Source: an optimization exercise on an open RTL-to-GDS flow (aim: small area, a short achievable clock period and few clock cycles per item). Production flows keep margins and buffers that such runs may drop.
Where RTL was checked, it was by simulation tests only, not by an equivalence proof against the original.
No activity file was given, so power comes from the tool's default toggle rates.

## run 1
==> flow/design.v (excerpt) <==
module conv1d_top (
  input  logic        clk,
  input  logic        rst_n,
  input  logic        psel_i,
  input  logic        penable_i,
  input  logic        pwrite_i,
  input  logic [7:0]  paddr_i,
  input  logic [31:0] pwdata_i,
  output logic [31:0] prdata_o,
  output logic        pready_o,
  output logic        pslverr_o,
  output logic        mem_req_o,
  output logic        mem_we_o,
  output logic [6:0]  mem_addr_o,
  output logic [31:0] mem_wdata_o,
  input  logic [31:0] mem_rdata_i,
  output logic        done_o
);
  localparam int SW = conv1d_pkg::SUM_W;
  logic sel_ctrl_q, sel_stat_q, sel_taps_q, sel_src_q, sel_dst_q, sel_cnt_q, bad_q;
  always_ff @(posedge clk) begin
    sel_ctrl_q <= (paddr_i == conv1d_pkg::REG_CTRL);
    sel_stat_q <= (paddr_i == conv1d_pkg::REG_STATUS);
    sel_taps_q <= (paddr_i == conv1d_pkg::REG_TAPS);
    sel_src_q  <= (paddr_i == conv1d_pkg::REG_SRC);
    sel_dst_q  <= (paddr_i == conv1d_pkg::REG_DST);
    sel_cnt_q  <= (paddr_i == conv1d_pkg::REG_COUNT);
    bad_q      <= !(paddr_i == conv1d_pkg::REG_CTRL  || paddr_i == conv1d_pkg::REG_STATUS ||
                    paddr_i == conv1d_pkg::REG_TAPS  || paddr_i == conv1d_pkg::REG_SRC ||
                    paddr_i == conv1d_pkg::REG_DST   || paddr_i == conv1d_pkg::REG_COUNT);
  end
  logic wr;
  assign wr        = psel_i & penable_i & pwrite_i;
  assign pready_o  = 1'b1;
  assign pslverr_o = bad_q;
  logic [31:0] taps_q;
  logic [6:0]  src_q, dst_q, cnt_q;
  always_ff @(posedge clk or posedge rst_n) begin
    if (rst_n) begin
      taps_q <= '0;
      src_q  <= '0;
      dst_q  <= '0;
      cnt_q  <= '0;
    end else begin
      if (wr && sel_taps_q) taps_q <= pwdata_i;
      if (wr && sel_src_q)  src_q  <= pwdata_i[6:0];
  ...
make LEC_CHECK=0 CAP_MARGIN=20 CORE_MARGIN=2 CORE_UTILIZATION=40 SLEW_MARGIN=20 finish   # period 8.0 ns
run.sh (not shown) runs the stock make flow with config.mk's settings and CLKGATE_MAP_FILE= SYNTH_SCRIPT=/design/flow/synth_recipe.tcl, a recipe that flattens the netlist after the stock synthesis.
Here is what was changed in the inputs of run 2 compared with run 1.
diff --git a/flow/config.mk b/flow/config.mk
--- a/flow/config.mk
+++ b/flow/config.mk
@@ -6,6 +6,8 @@
 export NUM_CORES = 4
 export LEC_CHECK = 0
+export ABC_CLOCK_PERIOD_IN_PS = 3000
 export CAP_MARGIN = 20
 export CORE_MARGIN = 2
 export CORE_UTILIZATION = 40
+export SETUP_SLACK_MARGIN = 4.5
 export SLEW_MARGIN = 20
==> run notes <==
Compared with run 1, the detailed router inserted more vias in run 2. Looking at highest attainable clock frequency across both flows, run 2 is the stronger of the two, with run 1 trailing. Going from run 1 to run 2, number of nets at the end of the flow grows by 22. Looking only at cell area, and setting everything else aside, the lower value of run 1 and run 2 goes to run 1. Run 2 against run 1: number of pins exceeding their max-slew limit in the final report saw little to no change, total power shows an increase of about 2%, area added between synthesis and finish increased 6.9 points.
### run 2 -> run 3
diff --git a/flow/config.mk b/flow/config.mk
--- a/flow/config.mk
+++ b/flow/config.mk
@@ -6,5 +6,4 @@
 export NUM_CORES = 4
 export LEC_CHECK = 0
-export ABC_CLOCK_PERIOD_IN_PS = 3000
 export CAP_MARGIN = 20
 export CORE_MARGIN = 2
### Flow results
- Switching part of the total power: run 2 vs run 3 identical
- [compare] base=run 2 new=run 3: critical path's largest stage delay roughly the same; total count of hold-check failures in the final report roughly the same; cell area roughly the same; cell count roughly the same; number of synthesized flops with an enable pin roughly the same.
- The final layout from run 3, which completed every stage, passed the timing, DRC and antenna checks at the end of the flow.
- From run 3 to run 2, clock skew did not move at all.
- On combinational fraction of design power, run 3 and run 2 are basically level.
- On endpoint arrival time on the critical path, run 3 and run 2 are neck and neck.
- Sequential share of cell area: run 2 vs run 3 identical
No run of this note included a check of the RTL's function; only the layout flow was run.

========
Another version of the RTL of conv1d_top (not shown whole).
Size in the first run: ~150 I/O pins, roughly 12,000 um2 of cells after synthesis.
Design conv1d_top, start of the top module:
module conv1d_top (
  input  logic        clk,
  input  logic        rst_n,
  input  logic        psel_i,
  input  logic        penable_i,
  input  logic        pwrite_i,
  input  logic [7:0]  paddr_i,
  input  logic [31:0] pwdata_i,
  output logic [31:0] prdata_o,
  output logic        pready_o,
  output logic        pslverr_o,
  output logic        mem_req_o,
  output logic        mem_we_o,
  output logic [6:0]  mem_addr_o,
  output logic [31:0] mem_wdata_o,
  input  logic [31:0] mem_rdata_i,
  output logic        done_o
);
  localparam int SW = conv1d_pkg::SUM_W;
  logic sel_ctrl_q, sel_stat_q, sel_taps_q, sel_src_q, sel_dst_q, sel_cnt_q, bad_q;
  always_ff @(posedge clk) begin
    sel_ctrl_q <= (paddr_i == conv1d_pkg::REG_CTRL);
    sel_stat_q <= (paddr_i == conv1d_pkg::REG_STATUS);
    sel_taps_q <= (paddr_i == conv1d_pkg::REG_TAPS);
    sel_src_q  <= (paddr_i == conv1d_pkg::REG_SRC);
    sel_dst_q  <= (paddr_i == conv1d_pkg::REG_DST);
    sel_cnt_q  <= (paddr_i == conv1d_pkg::REG_COUNT);
    bad_q      <= !(paddr_i == conv1d_pkg::REG_CTRL  || paddr_i == conv1d_pkg::REG_STATUS ||
                    paddr_i == conv1d_pkg::REG_TAPS  || paddr_i == conv1d_pkg::REG_SRC ||
                    paddr_i == conv1d_pkg::REG_DST   || paddr_i == conv1d_pkg::REG_COUNT);
  end
  logic [6:0] rb_q;
  always_ff @(posedge clk) begin
    case (paddr_i)
      conv1d_pkg::REG_SRC:   rb_q <= src_q;
      conv1d_pkg::REG_DST:   rb_q <= dst_q;
      conv1d_pkg::REG_COUNT: rb_q <= cnt_q;
      default:               rb_q <= '0;
    endcase
  end
  logic wr;
  assign wr        = psel_i & penable_i & pwrite_i;
  assign pready_o  = 1'b1;
  assign pslverr_o = bad_q;
  logic [31:0] taps_q;
  logic [6:0]  src_q, dst_q, cnt_q;
  always_ff @(posedge clk or posedge rst_n) begin
    if (rst_n) begin
      taps_q <= '0;
      src_q  <= '0;
      dst_q  <= '0;
      cnt_q  <= '0;
    end else begin
      if (wr && sel_taps_q) taps_q <= pwdata_i;
      if (wr && sel_src_q)  src_q  <= pwdata_i[6:0];
      if (wr && sel_dst_q)  dst_q  <= pwdata_i[6:0];
      if (wr && sel_cnt_q)  cnt_q  <= pwdata_i[6:0];
    end
  end
  logic       run_q;      
  logic       done_q;
  logic       req_q, we_q;
  logic       ph_q;       
  ...
==> flow/config.mk <==
export PLATFORM = sky130hd
export DESIGN_NAME = conv1d_top
export DESIGN_NICKNAME = conv1d_top
export VERILOG_FILES = /design/flow/design.v
export SDC_FILE = /design/flow/constraint.sdc
export NUM_CORES = 4
export LEC_CHECK = 0
export CAP_MARGIN = 20
export CORE_MARGIN = 2
export CORE_UTILIZATION = 40
export SETUP_SLACK_MARGIN = 5.0
export SLEW_MARGIN = 20
export SYNTH_HIERARCHICAL = 1
export SYNTH_MINIMUM_KEEP_SIZE = 0
==> flow/constraint.sdc <==
create_clock -name core_clock -period 8.0 [get_ports {clk}]
set_input_delay 1.6000 -clock core_clock [delete_from_list [all_inputs] [get_ports {clk}]]
set_output_delay 1.6000 -clock core_clock [all_outputs]
set_load 0.01 [all_outputs]
standard.sh (not shown) runs the stock make flow with config.mk's settings and CLKGATE_MAP_FILE= SYNTH_SCRIPT=/design/flow/synth_recipe.tcl, a recipe that flattens the netlist after the stock synthesis.
==> flow/flow/run.sh <==
#!/bin/bash
# Standard layout, with the smallest plain buffer on the ports.
set -euo pipefail
export BUFFER_PORTS_ARGS="-buffer_cell sky130_fd_sc_hd__buf_1"
bash standard.sh > standard.log 2>&1
The starting point passed the timing, DRC and antenna checks.
Edit:
SETUP_SLACK_MARGIN = 4.8   (was 5.0)
Cell count went down by a few percent.
Worst hold slack is better by 0.012 ns.
Wire length goes down by a few percent.
Register-to-register slack degrades by 0.02 ns.
Maximum frequency is lower slightly.
Setup slack got worse by 0.019 ns.
Design area falls by a few percent.
No functional check of the RTL was part of any run of this note.

========
conv1d_top, a different RTL version from the one above (not shown whole).
Size: roughly 190 flip-flops, roughly 150 I/O pins.
Settings: LEC_CHECK=0, CAP_MARGIN=20, CORE_MARGIN=2, CORE_UTILIZATION=70, SETUP_SLACK_MARGIN=4.85, SLEW_MARGIN=20, SYNTH_HIERARCHICAL=1, SYNTH_MINIMUM_KEEP_SIZE=0; clock period 8.0 ns.
Scripts as last shown in full above: flow/flow/run.sh
The starting point passed the timing, DRC and antenna checks.
Testbench counts at the start, summed over its fixed seeds: cycles 5,000, items 1,988.
Then changed:
- ABC_AREA: default -> 1
- CORE_UTILIZATION: 70 -> 65
- SETUP_SLACK_MARGIN: 4.85 -> 4.8
Routed wire length increases by 12%.
Final area grows by about 3%.
Via count climbs by about 13%.
Area after synthesis goes up by 3.3%.
Sequential cell count stays the same.
Power climbs by about 18%.
Clock skew came out higher by 0.0060 ns.
Global-route usage fell by 1.4 points.
Then changed:
- ABC_AREA: 1 -> default
- CORE_UTILIZATION: 65 -> 55
- SETUP_SLACK_MARGIN: 4.8 -> 4.9
Result: Routed wire length goes down by 9.2%; utilization goes down by 8.6 points; setup slack improved by 0.051 ns; via count goes down by about 14%; first-iteration DRC count goes down by 32%; clock-buffer cell count stays the same; non-clock buffer count goes up by 17.
Then changed:
- CORE_UTILIZATION: 55 -> 70
- CTS_CLUSTER_DIAMETER: default -> 100
- CTS_CLUSTER_SIZE: default -> 40
- SETUP_SLACK_MARGIN: 4.9 -> 4.85
Result: Global-route usage grows by 5.5 points; die area shrinks by about a fifth; final cell count shrinks by a few percent; synthesized cell count does not change; maximum frequency grows by a few percent; via count grows by a few percent.
Then changed:
- CORE_UTILIZATION: 70 -> 40
- CTS_CLUSTER_DIAMETER: 100 -> default
- CTS_CLUSTER_SIZE: 40 -> default
- SETUP_SLACK_MARGIN: 4.85 -> 4.8
After rerunning: Worst hold slack stays flat; register-to-register slack got worse by 0.07 ns; area after synthesis does not change; worst setup slack got worse by 0.056 ns; via count is lower by 4.0%; clock-buffer cell count does not change; total power is higher by 2.3%; maximum frequency is lower by 1.8%; non-clock buffer count is lower by 1; first-iteration DRC count is lower by 33%.
Then changed:
- CORE_UTILIZATION: 40 -> 55
What happened: Non-clock buffer count grows by 2; wire length shrinks by 0.35%; hold slack barely changes; die area shrinks by about 27%; design area shrinks by 1.1%; global-route usage grows by 7.0 points; worst setup slack gets better by 0.030 ns; maximum frequency grows by about 1%.

========
Another version of the RTL of conv1d_top (not shown whole).
Size: about 150 I/O pins.
==> flow/config.mk <==
export PLATFORM = sky130hd
export DESIGN_NAME = conv1d_top
export DESIGN_NICKNAME = conv1d_top
export VERILOG_FILES = /design/flow/design.v
export SDC_FILE = /design/flow/constraint.sdc
export NUM_CORES = 4
export LEC_CHECK = 0
export CAP_MARGIN = 20
export CORE_MARGIN = 2
export CORE_UTILIZATION = 40
export SETUP_SLACK_MARGIN = 4.5
export SLEW_MARGIN = 20
export SYNTH_HIERARCHICAL = 1
export SYNTH_MINIMUM_KEEP_SIZE = 0
==> flow/constraint.sdc <==
create_clock -name core_clock -period 8.0 [get_ports {clk}]
set_input_delay 1.6000 -clock core_clock [delete_from_list [all_inputs] [get_ports {clk}]]
set_output_delay 1.6000 -clock core_clock [all_outputs]
set_load 0.01 [all_outputs]
Scripts as last shown in full above: flow/flow/run.sh
Edit:
--- a/flow/config.mk
+++ b/flow/config.mk
@@ -10,3 +10,3 @@
 export CORE_UTILIZATION = 40
-export SETUP_SLACK_MARGIN = 4.5
+export SETUP_SLACK_MARGIN = 4.2
 export SLEW_MARGIN = 20
Outcome: The changed run ran to the end with no violations; clock skew barely changes; power stays flat; hold slack degrades by 0.0032 ns; non-clock buffer count fell by 13; sequential power stays flat.
Edit:
==> flow/run.sh (new file) <==
#!/bin/bash
# synth_recipe.tcl (not shown) runs the flow's synth.tcl, then flattens the netlist and writes it again
# the make line also repeats each setting of config.mk as NAME=value (left out here)
make -C /OpenROAD-flow-scripts/flow DESIGN_CONFIG=/design/flow/config.mk WORK_HOME=/design/flow/orfs CLKGATE_MAP_FILE= SYNTH_SCRIPT=/design/flow/synth_recipe.tcl finish
--- a/flow/config.mk
+++ b/flow/config.mk
@@ -10,3 +10,3 @@
 export CORE_UTILIZATION = 40
-export SETUP_SLACK_MARGIN = 4.2
+export SETUP_SLACK_MARGIN = 4.5
 export SLEW_MARGIN = 20
removed: flow/flow/run.sh
removed: flow/standard.sh
Global-route usage came out higher by 1.1 points.
Combinational power came out higher by about a fifth.
Cell count came out higher slightly.
Hold slack got worse by 0.0037 ns.
Core utilization came out higher by 3.8 points.
Critical path depth came out higher by 1.
Die area is unchanged.
Clock power came out lower slightly.
Synthesized cell count is unchanged.
Total power came out higher by a few percent.
Final area came out higher by a little under a tenth.
No functional check of the RTL was part of any run of this note.

========
## juniper
Another version of the RTL of conv1d_top (not shown whole).
Size: about 1100 cells after synthesis, roughly 150 I/O pins, about 12000 um2 of cells after synthesis.
export LEC_CHECK = 0
export CAP_MARGIN = 20
export CORE_MARGIN = 2
export CORE_UTILIZATION = 40
export SETUP_SLACK_MARGIN = 4.5
export SLEW_MARGIN = 20
export SYNTH_HIERARCHICAL = 1
export SYNTH_MINIMUM_KEEP_SIZE = 0
create_clock -name core_clock -period 8.0 [get_ports {clk}]
==> flow/flow/run.sh <==
#!/bin/bash
# Standard layout, with the smallest plain buffer on the ports.
set -euo pipefail
export BUFFER_PORTS_ARGS="-buffer_cell sky130_fd_sc_hd__buf_1"
bash standard.sh > standard.log 2>&1
juniper closes out successfully: all stages finished, all timing, DRC and antenna checks passed.
Testbench counts of juniper, summed over its fixed seeds: cycles 5,000, items 1,988.
For quartz, these inputs were changed with respect to juniper:
==> flow/run.sh (new file) <==
#!/bin/bash
# synth_recipe.tcl (not shown) runs the flow's synth.tcl, then flattens the netlist and writes it again
# the make line also repeats each setting of config.mk as NAME=value (left out here)
make -C /OpenROAD-flow-scripts/flow DESIGN_CONFIG=/design/flow/config.mk WORK_HOME=/design/flow/orfs CLKGATE_MAP_FILE= SYNTH_SCRIPT=/design/flow/synth_recipe.tcl finish
removed: flow/flow/run.sh
removed: flow/standard.sh
Notes after the runs:
- juniper → quartz: via count of the first global-routing pass climbed 3.9%, power per cell area dropped 8.9 nW/um2, hold slack climbed 0.0060 ns, register fraction of the total cell area dropped 2.2 points.
- Against juniper, quartz reports a highest clock frequency the design can meet that is lower.
- Of the two candidates, juniper has the better least setup slack across all paths after layout and quartz the worse one.
- Between quartz and juniper, it is quartz whose total routed wire length on the met1 layer is higher, by 480 um.
- On global-route wire length before repair, the lower figure sits with juniper, not quartz.
Modified inputs, fjord compared to quartz
- CTS_BUF_LIST now sky130_fd_sc_hd__clkbuf_4 sky130_fd_sc_hd__clkbuf_8, previously not set
- CTS_CLUSTER_DIAMETER now 60, previously not set
- CTS_CLUSTER_SIZE now 30, previously not set
==> flow/flow/run.sh (new file) <==
#!/bin/bash
# Standard layout, with the smallest plain buffer on the ports.
set -euo pipefail
export BUFFER_PORTS_ARGS="-buffer_cell sky130_fd_sc_hd__buf_1"
bash standard.sh > standard.log 2>&1
==> flow/standard.sh (new file) <==
#!/bin/bash
# synth_recipe.tcl (not shown) runs the flow's synth.tcl, then flattens the netlist and writes it again
# the make line also repeats each setting of config.mk as NAME=value (left out here)
make -C /OpenROAD-flow-scripts/flow DESIGN_CONFIG=/design/flow/config.mk WORK_HOME=/design/flow/orfs CLKGATE_MAP_FILE= SYNTH_SCRIPT=/design/flow/synth_recipe.tcl "${@:-finish}"
removed: flow/run.sh
[summary]
Between fjord and quartz, the count of multi-input combinational gates figures differ only marginally. Sort fjord and quartz by logic gate share of total power desc -> top: quartz. Of fjord and quartz, the run reporting the lower fraction of area in multi-input gates was quartz. fjord vs quartz — total number of vias dropped slightly. When the final numbers for fjord and quartz were put side by side, the fraction of area in registers turned out to be greater in fjord. Against quartz, multi-input gate area in the final layout in fjord fell slightly. The overall power after layout in fjord sits 9.9% below the value recorded for quartz. The lower count of clock-buffer cells in the layout came out of fjord.

## static timing again, ports no longer ideal
How much do the figures lean on ideal ports? The routed layouts below were timed once more, with nothing changed but the port constraints.
Step 1: set_driving_cell puts a clkbuf_16 on clk and a buf_2 on each other input, an assumption about the parent block.
Step 2 adds t to the input delays and takes it off the output delays; t is the mean of the earliest and latest rising clock arrival at the registers after step 1. Input paths then give back, and output paths get back, about the clock's delay inside the block.
Three values: no drivers, after step 1, after step 2; two values: the first two.
| run | t (ns) | setup WS [ns] | clock arrival spread, ns | slew at the worst register clock pin (ns) |
|---|---|---|---|---|
| run 1 | 0.468 | 1.446 / 1.446 / 1.446 | 0.023 / 0.023 | 0.08 / 0.08 |
| run 2 | 0.465 | 2.526 / 2.526 / 2.526 | 0.014 / 0.014 | 0.07 / 0.07 |
| run 3 | 0.465 | 2.526 / 2.526 / 2.526 | 0.014 / 0.014 | 0.07 / 0.07 |
| the first run of note 2 | 0.573 | 4.860 / 4.851 / 4.641 | 0.013 / 0.013 | 0.06 / 0.06 |
| the second run of note 2 | 0.577 | 4.840 / 4.807 / 4.642 | 0.018 / 0.018 | 0.06 / 0.06 |
| the first run of note 3 | 0.482 | 4.892 / 4.845 / 4.906 | 0.011 / 0.011 | 0.08 / 0.08 |
| the second run of note 3 | 0.473 | 4.777 / 4.777 / 4.777 | 0.018 / 0.018 | 0.08 / 0.08 |
| the third run of note 3 | 0.478 | 4.828 / 4.828 / 4.828 | 0.014 / 0.015 | 0.08 / 0.08 |
| the fourth run of note 3 | 0.482 | 4.892 / 4.845 / 4.906 | 0.011 / 0.011 | 0.08 / 0.08 |
| the fifth run of note 3 | 0.482 | 4.836 / 4.799 / 4.836 | 0.019 / 0.020 | 0.09 / 0.09 |
| the sixth run of note 3 | 0.473 | 4.866 / 4.858 / 4.866 | 0.021 / 0.021 | 0.08 / 0.08 |
| the first run of note 4 | 0.486 | 4.340 / 4.340 / 3.995 | 0.015 / 0.015 | 0.08 / 0.08 |
| the second run of note 4 | 0.486 | 4.269 / 4.269 / 3.850 | 0.017 / 0.017 | 0.08 / 0.08 |
| the third run of note 4 | 0.487 | 4.387 / 4.387 / 3.997 | 0.013 / 0.012 | 0.08 / 0.08 |
| juniper | 0.491 | 4.528 / 4.528 / 4.202 | 0.013 / 0.012 | 0.08 / 0.08 |
| quartz | 0.485 | 4.486 / 4.486 / 4.117 | 0.017 / 0.017 | 0.07 / 0.07 |
| fjord | 0.528 | 4.519 / 4.519 / 4.198 | 0.020 / 0.020 | 0.11 / 0.11 |
After both steps every run listed still meets setup and hold. The setup slack of the second run of note 4, which loses most, moves by 0.000 ns with the drivers and by -0.419 ns with both steps.
